From an optimization exercise on the open Yosys and OpenROAD flow, aimed at a short achievable clock period and few clock cycles; shortcuts taken in it are not production practice.
Only simulation tests tie the RTL to the original design; equivalence was not proved.
Power and IR drop assume default switching activity.

==> job 4620 <==
## flashUpdateCtrl
module flashUpdateCtrl
(
  input  logic                  Clock,
  input  logic                  arstN,
  input  logic [flashCtrlPkg::hostAddrW-1:0]  FlashMemWrAddress,
  input  logic [flashCtrlPkg::hostDataW-1:0]  FlashMemWrData,
  input  logic                  FlashMemWrEn,
  input  logic [flashCtrlPkg::flashAddrW-1:0] FlashOpAddr,
  input  logic [flashCtrlPkg::ramAddrW-1:0]   FlashOpLen,
  input  logic                  FlashOpUnlock,
  input  logic                  FlashOpWr,
  input  logic                  FlashOpEr,
  output logic                  FlashCmdAck,
  output logic                  FlashBusy,
  output logic                  FlashError,
  output logic                  csrAddr,
  output logic                  csrRead,
  output logic [flashCtrlPkg::flashDataW-1:0] csrWriteData,
  output logic                  csrWrite,
  input  logic [flashCtrlPkg::flashDataW-1:0] csrReadData,
  output logic [flashCtrlPkg::flashAddrW-1:0] dataAddr,
  output logic [flashCtrlPkg::flashDataW-1:0] dataWriteData,
  output logic                  dataWrite,
  input  logic                  dataWaitReq
);
  logic [flashCtrlPkg::ramAddrW-1:0]   ramRdAddr;                    
  logic [flashCtrlPkg::flashDataW-1:0] ramRdData;                    
  logic [flashCtrlPkg::flashDataW-1:0] ramWord0;
  logic                  lastWord;                     
  logic                  writePrep;                    
  logic                  writeDone;
  flashStageRam flashStageRam_i (
    .Clock             (Clock),
    .arstN             (arstN),
    .FlashMemWrAddress (FlashMemWrAddress),
    .FlashMemWrData    (FlashMemWrData),
    .FlashMemWrEn      (FlashMemWrEn),
    .ramRdAddr         (ramRdAddr),
    .ramRdData         (ramRdData),
    .ramWord0          (ramWord0)
  );
  flashWriteCursor flashWriteCursor_i (
    .Clock       (Clock),
    .arstN       (arstN),
    .writePrep   (writePrep),
    .writeDone   (writeDone),
    .FlashOpLen  (FlashOpLen),
    .ramRdAddr   (ramRdAddr),
    .lastWord    (lastWord)
  );
  ...
export LEC_CHECK = 0
export ABC_CLOCK_PERIOD_IN_PS = 2000
export CAP_MARGIN = 20
export CORE_MARGIN = 2
export CORE_UTILIZATION = 40
export SETUP_SLACK_MARGIN = 2.3
export SLEW_MARGIN = 20
create_clock -name core_clock -period 4.5 [get_ports {Clock}]
run.sh (not shown) runs the stock make flow with config.mk's settings and CLKGATE_MAP_FILE= SYNTH_SCRIPT=/design/flow/synth_recipe.tcl, a recipe that flattens the netlist after the stock synthesis.
==> job 8319 (differences from job 4620) <==
--- a/flow/design.v
+++ b/flow/design.v
@@ -13,16 +13,18 @@
   localparam int statusBusyLsb    = 0;                    
   localparam int statusWriteOkBit = 3;                    
   localparam int statusEraseOkBit = 4;                    
   typedef enum logic [3:0] {
     sIdle,                                                
+    wUnprot,                                              
     wFirst,                                               
     wHold,                                                
     wArm,                                                 
     wArmLast,                                             
-    e1Erase, e1Arm,
-    e2Unprot, e2Erase, e2Arm
+    e1Unprot, e1Erase, e1Arm, e1Protect,
+    e2Unprot, e2Erase, e2Arm,
+    sProtect
   } seqState;
 endpackage
 `timescale 1ns/1ps
 module flashStageRam
 (
@@ -49,18 +51,13 @@
   always_ff @(posedge Clock)
   begin
     if (ramWe)
       ram[FlashMemWrAddress[flashCtrlPkg::hostAddrW-1:1]] <= {upperHalf, FlashMemWrData};
   end
-  logic [flashCtrlPkg::flashDataW-1:0] groupWord [0:7];
-  logic [2:0]                          groupSel;
   always_ff @(posedge Clock)
   begin
-    for (int g = 0; g < 8; g++)
-      groupWord[g] <= ram[{g[2:0], ramRdAddr[2:0]}];
-    groupSel  <= ramRdAddr[5:3];
-    ramRdData <= groupWord[groupSel];
+    ramRdData <= ram[ramRdAddr];
   end
   assign ramWord0 = ram[0];
 endmodule
 `timescale 1ns/1ps
 module flashWriteCursor
@@ -111,11 +108,11 @@
   input  logic                  lastWord,              
   output logic                  writePrep,             
   output logic                  writeDone,             
   output logic                  csrAddr,               
   output logic                  csrRead,
-  output logic [flashCtrlPkg::flashDataW-1:0] csrWriteData,        
+  output logic [flashCtrlPkg::flashDataW-1:0] csrWriteData,
   output logic                  csrWrite,
   input  logic [flashCtrlPkg::flashDataW-1:0] csrReadData,           
   output logic [flashCtrlPkg::flashAddrW-1:0] dataAddr,
   output logic [flashCtrlPkg::flashDataW-1:0] dataWriteData,
   output logic                  dataWrite,
@@ -123,120 +120,101 @@
 );
   flashCtrlPkg::seqState state, stateNext;
   logic                  rdValid;                      
   logic                  knownIdle;                    
   logic                  go;                           
-  logic                  statusIdle;                   
-  logic                  dataArmed;                    
-  logic                  ctrlArmed;                    
   logic                  accept;                       
   logic                  dataHold;                     
   logic                  dataStart;                    
   logic                  csrReadNext;
   logic                  csrWriteNext;
-  logic                  csrReadReg;                   
-  logic                  csrWriteReg;                  
-  logic                  ctrlStart;                    
-  logic                  lastProtect;                  
-  logic                  ready;                        
-  logic                  ackNow;                       
-  logic                  busyReg;                      
   logic [flashCtrlPkg::flashDataW-1:0] csrWriteDataNext;
-  logic [flashCtrlPkg::flashDataW-1:0] csrWriteDataReg;
-  assign statusIdle = (csrReadData[flashCtrlPkg::statusBusyLsb +: 2] == 2'b00);
-  assign go        = rdValid && statusIdle;
-  assign ackNow    = ready && FlashOpUnlock && (FlashOpWr || FlashOpEr);
-  assign accept    = ackNow;
-  assign FlashCmdAck = ackNow;
-  assign FlashBusy = busyReg || ackNow;
-  assign dataStart = dataArmed && statusIdle;
+  assign go        = rdValid && (csrReadData[flashCtrlPkg::statusBusyLsb +: 2] == 2'b00);
+  assign accept    = (state == flashCtrlPkg::sIdle) && FlashOpUnlock && (FlashOpWr || FlashOpEr) &&
+                     (knownIdle || go);
+  assign dataStart = (state == flashCtrlPkg::wArm) && go;
   assign dataWrite = dataHold || dataStart;
-  assign ctrlStart = ctrlArmed && statusIdle;
-  assign csrWrite  = csrWriteReg || ctrlStart || ackNow;      
-  assign csrAddr   = csrWriteReg || ctrlStart || ackNow;
-  assign csrRead   = csrReadReg && !ctrlStart && !ackNow;
-  assign csrWriteData = csrWriteDataReg | ((ready && !FlashOpWr) ? (flashCtrlPkg::csrUnprotBoth ^ flashCtrlPkg::csrUnprotCfm1) : '0);
-  assign lastProtect = ((state == flashCtrlPkg::wArmLast) || (state == flashCtrlPkg::e2Arm)) && go;
   assign writePrep = (state == flashCtrlPkg::sIdle);
   assign writeDone = (state == flashCtrlPkg::wHold) && !dataWaitReq;
   always_comb
   begin
     stateNext = state;
     case (state)
       flashCtrlPkg::sIdle     :
         if (accept)
-          stateNext = FlashOpWr ? flashCtrlPkg::wFirst : flashCtrlPkg::e1Erase;     
+          stateNext = FlashOpWr ? flashCtrlPkg::wUnprot : flashCtrlPkg::e1Unprot;   
+      flashCtrlPkg::wUnprot   : stateNext = flashCtrlPkg::wFirst;
       flashCtrlPkg::wFirst    : stateNext = flashCtrlPkg::wHold;
       flashCtrlPkg::wHold     :
         if (!dataWaitReq)
           stateNext = lastWord ? flashCtrlPkg::wArmLast : flashCtrlPkg::wArm;
       flashCtrlPkg::wArm      : if (go) stateNext = flashCtrlPkg::wHold;
-      flashCtrlPkg::wArmLast  : if (go) stateNext = flashCtrlPkg::sIdle;          
+      flashCtrlPkg::wArmLast  : if (go) stateNext = flashCtrlPkg::sProtect;
+      flashCtrlPkg::e1Unprot  : stateNext = flashCtrlPkg::e1Erase;
       flashCtrlPkg::e1Erase   : stateNext = flashCtrlPkg::e1Arm;
-      flashCtrlPkg::e1Arm     : if (go) stateNext = flashCtrlPkg::e2Unprot;       
+      flashCtrlPkg::e1Arm     : if (go) stateNext = flashCtrlPkg::e1Protect;
+      flashCtrlPkg::e1Protect : stateNext = flashCtrlPkg::e2Unprot;
       flashCtrlPkg::e2Unprot  : stateNext = flashCtrlPkg::e2Erase;
       flashCtrlPkg::e2Erase   : stateNext = flashCtrlPkg::e2Arm;
-      flashCtrlPkg::e2Arm     : if (go) stateNext = flashCtrlPkg::sIdle;
+      flashCtrlPkg::e2Arm     : if (go) stateNext = flashCtrlPkg::sProtect;
+      flashCtrlPkg::sProtect  : stateNext = flashCtrlPkg::sIdle;
       default                 : stateNext = flashCtrlPkg::sIdle;
     endcase
   end
   always_comb
   begin
     csrWriteNext = 1'b0;
     csrReadNext  = 1'b0;
     case (stateNext)
-      flashCtrlPkg::e1Erase, flashCtrlPkg::e2Unprot, flashCtrlPkg::e2Erase :
+      flashCtrlPkg::wUnprot, flashCtrlPkg::e1Unprot, flashCtrlPkg::e1Erase, flashCtrlPkg::e1Protect,
+      flashCtrlPkg::e2Unprot, flashCtrlPkg::e2Erase, flashCtrlPkg::sProtect :
         csrWriteNext = 1'b1;
       flashCtrlPkg::wFirst :
         csrReadNext  = 1'b0;                           
       default :
         csrReadNext  = 1'b1;                           
     endcase
     case (state)
-      flashCtrlPkg::sIdle     : csrWriteDataNext = ackNow ? flashCtrlPkg::csrEraseCfm1 : flashCtrlPkg::csrUnprotBoth;
-      flashCtrlPkg::e1Erase, flashCtrlPkg::e2Erase, flashCtrlPkg::e2Arm, flashCtrlPkg::wHold :
+      flashCtrlPkg::sIdle     : csrWriteDataNext = FlashOpWr ? flashCtrlPkg::csrUnprotBoth : flashCtrlPkg::csrUnprotCfm1;
+      flashCtrlPkg::e1Unprot  : csrWriteDataNext = flashCtrlPkg::csrEraseCfm1;
+      flashCtrlPkg::e1Erase, flashCtrlPkg::e1Arm, flashCtrlPkg::e2Erase, flashCtrlPkg::e2Arm, flashCtrlPkg::wArmLast :
         csrWriteDataNext = flashCtrlPkg::csrProtectNone;
-      flashCtrlPkg::e1Arm     : csrWriteDataNext = go ? flashCtrlPkg::csrUnprotCfm2 : flashCtrlPkg::csrProtectNone;
-      flashCtrlPkg::wArmLast  : csrWriteDataNext = flashCtrlPkg::csrProtectNone;
+      flashCtrlPkg::e1Protect : csrWriteDataNext = flashCtrlPkg::csrUnprotCfm2;
       flashCtrlPkg::e2Unprot  : csrWriteDataNext = flashCtrlPkg::csrEraseCfm2;
       default                 : csrWriteDataNext = '0;
     endcase
   end
   always_ff @(posedge Clock or negedge arstN)
   begin
     if (!arstN)
     begin
       state       <= flashCtrlPkg::sIdle;
-      ready       <= 1'b0;
       rdValid     <= 1'b0;
-      dataArmed   <= 1'b0;
-      ctrlArmed   <= 1'b0;
       knownIdle   <= 1'b0;
-      csrReadReg  <= 1'b0;
-      csrWriteReg <= 1'b0;
+      csrRead     <= 1'b0;
+      csrWrite    <= 1'b0;
+      csrAddr     <= 1'b0;
       dataHold    <= 1'b0;
-      busyReg     <= 1'b0;
+      FlashCmdAck <= 1'b0;
+      FlashBusy   <= 1'b0;
       FlashError  <= 1'b0;
     end
     else
     begin
       state       <= stateNext;
       rdValid     <= csrRead && !dataStart;            
-      dataArmed   <= (stateNext == flashCtrlPkg::wArm) && csrRead;
-      ctrlArmed   <= ((stateNext == flashCtrlPkg::wArmLast) || (stateNext == flashCtrlPkg::e1Arm) ||
-                      (stateNext == flashCtrlPkg::e2Arm)) && csrRead;
       if ((state == flashCtrlPkg::sIdle) && go)
         knownIdle <= 1'b1;
-      csrReadReg  <= csrReadNext;
-      csrWriteReg <= csrWriteNext;
+      csrRead     <= csrReadNext;
+      csrWrite    <= csrWriteNext;
+      csrAddr     <= csrWriteNext;
       dataHold    <= (stateNext == flashCtrlPkg::wFirst) || (stateNext == flashCtrlPkg::wHold);
-      ready       <= (stateNext == flashCtrlPkg::sIdle) && (knownIdle || ((state == flashCtrlPkg::sIdle) && go) ||
-                                                        lastProtect);
+      FlashCmdAck <= accept;
       if (accept)
-        busyReg <= 1'b1;
-      else if (lastProtect)
-        busyReg <= 1'b0;                               
+        FlashBusy <= 1'b1;
+      else if (state == flashCtrlPkg::sProtect)
+        FlashBusy <= 1'b0;
       if (accept)
         FlashError <= 1'b0;                            
       else if (go && ((state == flashCtrlPkg::wArm) || (state == flashCtrlPkg::wArmLast)) &&
                !csrReadData[flashCtrlPkg::statusWriteOkBit])
         FlashError <= 1'b1;
@@ -245,16 +223,16 @@
         FlashError <= 1'b1;
     end
   end
   always_ff @(posedge Clock)
   begin
-    csrWriteDataReg <= csrWriteDataNext;
+    csrWriteData <= csrWriteDataNext;
     if (state == flashCtrlPkg::sIdle)
       dataAddr <= FlashOpAddr;                         
     else if (writeDone)
       dataAddr <= dataAddr + 1'b1;
-    if (state == flashCtrlPkg::sIdle)
+    if ((state == flashCtrlPkg::sIdle) || (state == flashCtrlPkg::wUnprot))
       dataWriteData <= ramWord0;
     else if (writeDone)
       dataWriteData <= ramRdData;
   end
 endmodule
ABC_CLOCK_PERIOD_IN_PS = unset   (was 2000)
SETUP_SLACK_MARGIN = unset   (was 2.3)
==> comparison <==
Job 4620 ran to the end with no violations. Job 8319 completed without violations.
Of job 4620 and job 8319, job 4620 has the higher sequential power (gap 18%, measured against job 8319).
Against job 8319, the register-to-register slack of job 4620 is better by 1.1 ns.
In job 4620 the via count is higher than in job 8319, by 5.4%.
Maximum frequency: job 8319 is smaller than job 4620 (19%).
Between job 8319 and job 4620, the lower die area is in job 8319 (gap 6.2%, measured against job 4620).
Of job 4620 and job 8319, job 4620 has the higher count of clock-buffer cells in the layout (gap 30).
In job 8319 the setup slack is lower than in job 4620, by 0.65 ns.
==> figures <==
| metric | job 4620 | job 8319 |
|---|---|---|
| Status | timing/DRC/antenna clean | timing/DRC/antenna clean |
| Die area | 228000 sq um | 213800 sq um |
| Sequential share of cell area | 65.48% | 66.63% |
| Met2 Wirelength | 116000 um | 103800 um |
| Internal portion of total power | 46550 uW | 38070 uW |
| CTS hold repair buffers | 1 | 0 |
| Power Density | 607.4 nW/um^2 | 530.2 nW/um^2 |
| Min Tclk post-route | 2.813 ns | 3.460 ns |
| Capturing instance or port of the critical path | csrWrite | dataWrite |
| Power dissipated by switching net loads | 18430 uW | 13510 uW |
| Inst Count DP | 7181 | 6790 |
| Layout-to-synthesis area ratio | 1.1925x | 1.1572x |
| Via count of the first global-routing pass | 42.32k | 41.26k |
| Antenna diode count | 5 | 2 |
| Stages on the worst setup path | 6 | 4 |
| Multi-input gate count | 1432 | 1480 |
Testbench counts of job 4620, summed over its fixed seeds: cycles 26,159.
Testbench counts of job 8319, summed over its fixed seeds: cycles 26,375.

-- afterwards: timing with drivers on the ports --
In the flow no input, the clock included, has a driving cell. The finished layouts below were timed again as built, in two steps.
Step 1 assumes that a clkbuf_16 drives the clock port and a buf_2 every other input.
Step 2 times the ports against the registers' clock, not the clock port: input delays grow and output delays shrink by t, the midpoint of the rising clock arrivals with the driver on.
Three values: no drivers, after step 1, after step 2; two values: the first two.
| run | t, ns | setup slack, ns | worst register clock-pin slew, ns | cell pins on the clock port's net |
|---|---|---|---|---|
| job 4620 | 0.955 | 1.687 / 1.598 / 1.334 | 0.07 / 0.07 | 1 |
| job 8319 | 0.939 | 1.040 / 0.949 / 0.556 | 0.06 / 0.06 | 1 |
After both steps every run listed still meets setup and hold. The setup slack of job 8319, which loses most, moves by -0.091 ns with the drivers and by -0.484 ns with both steps.
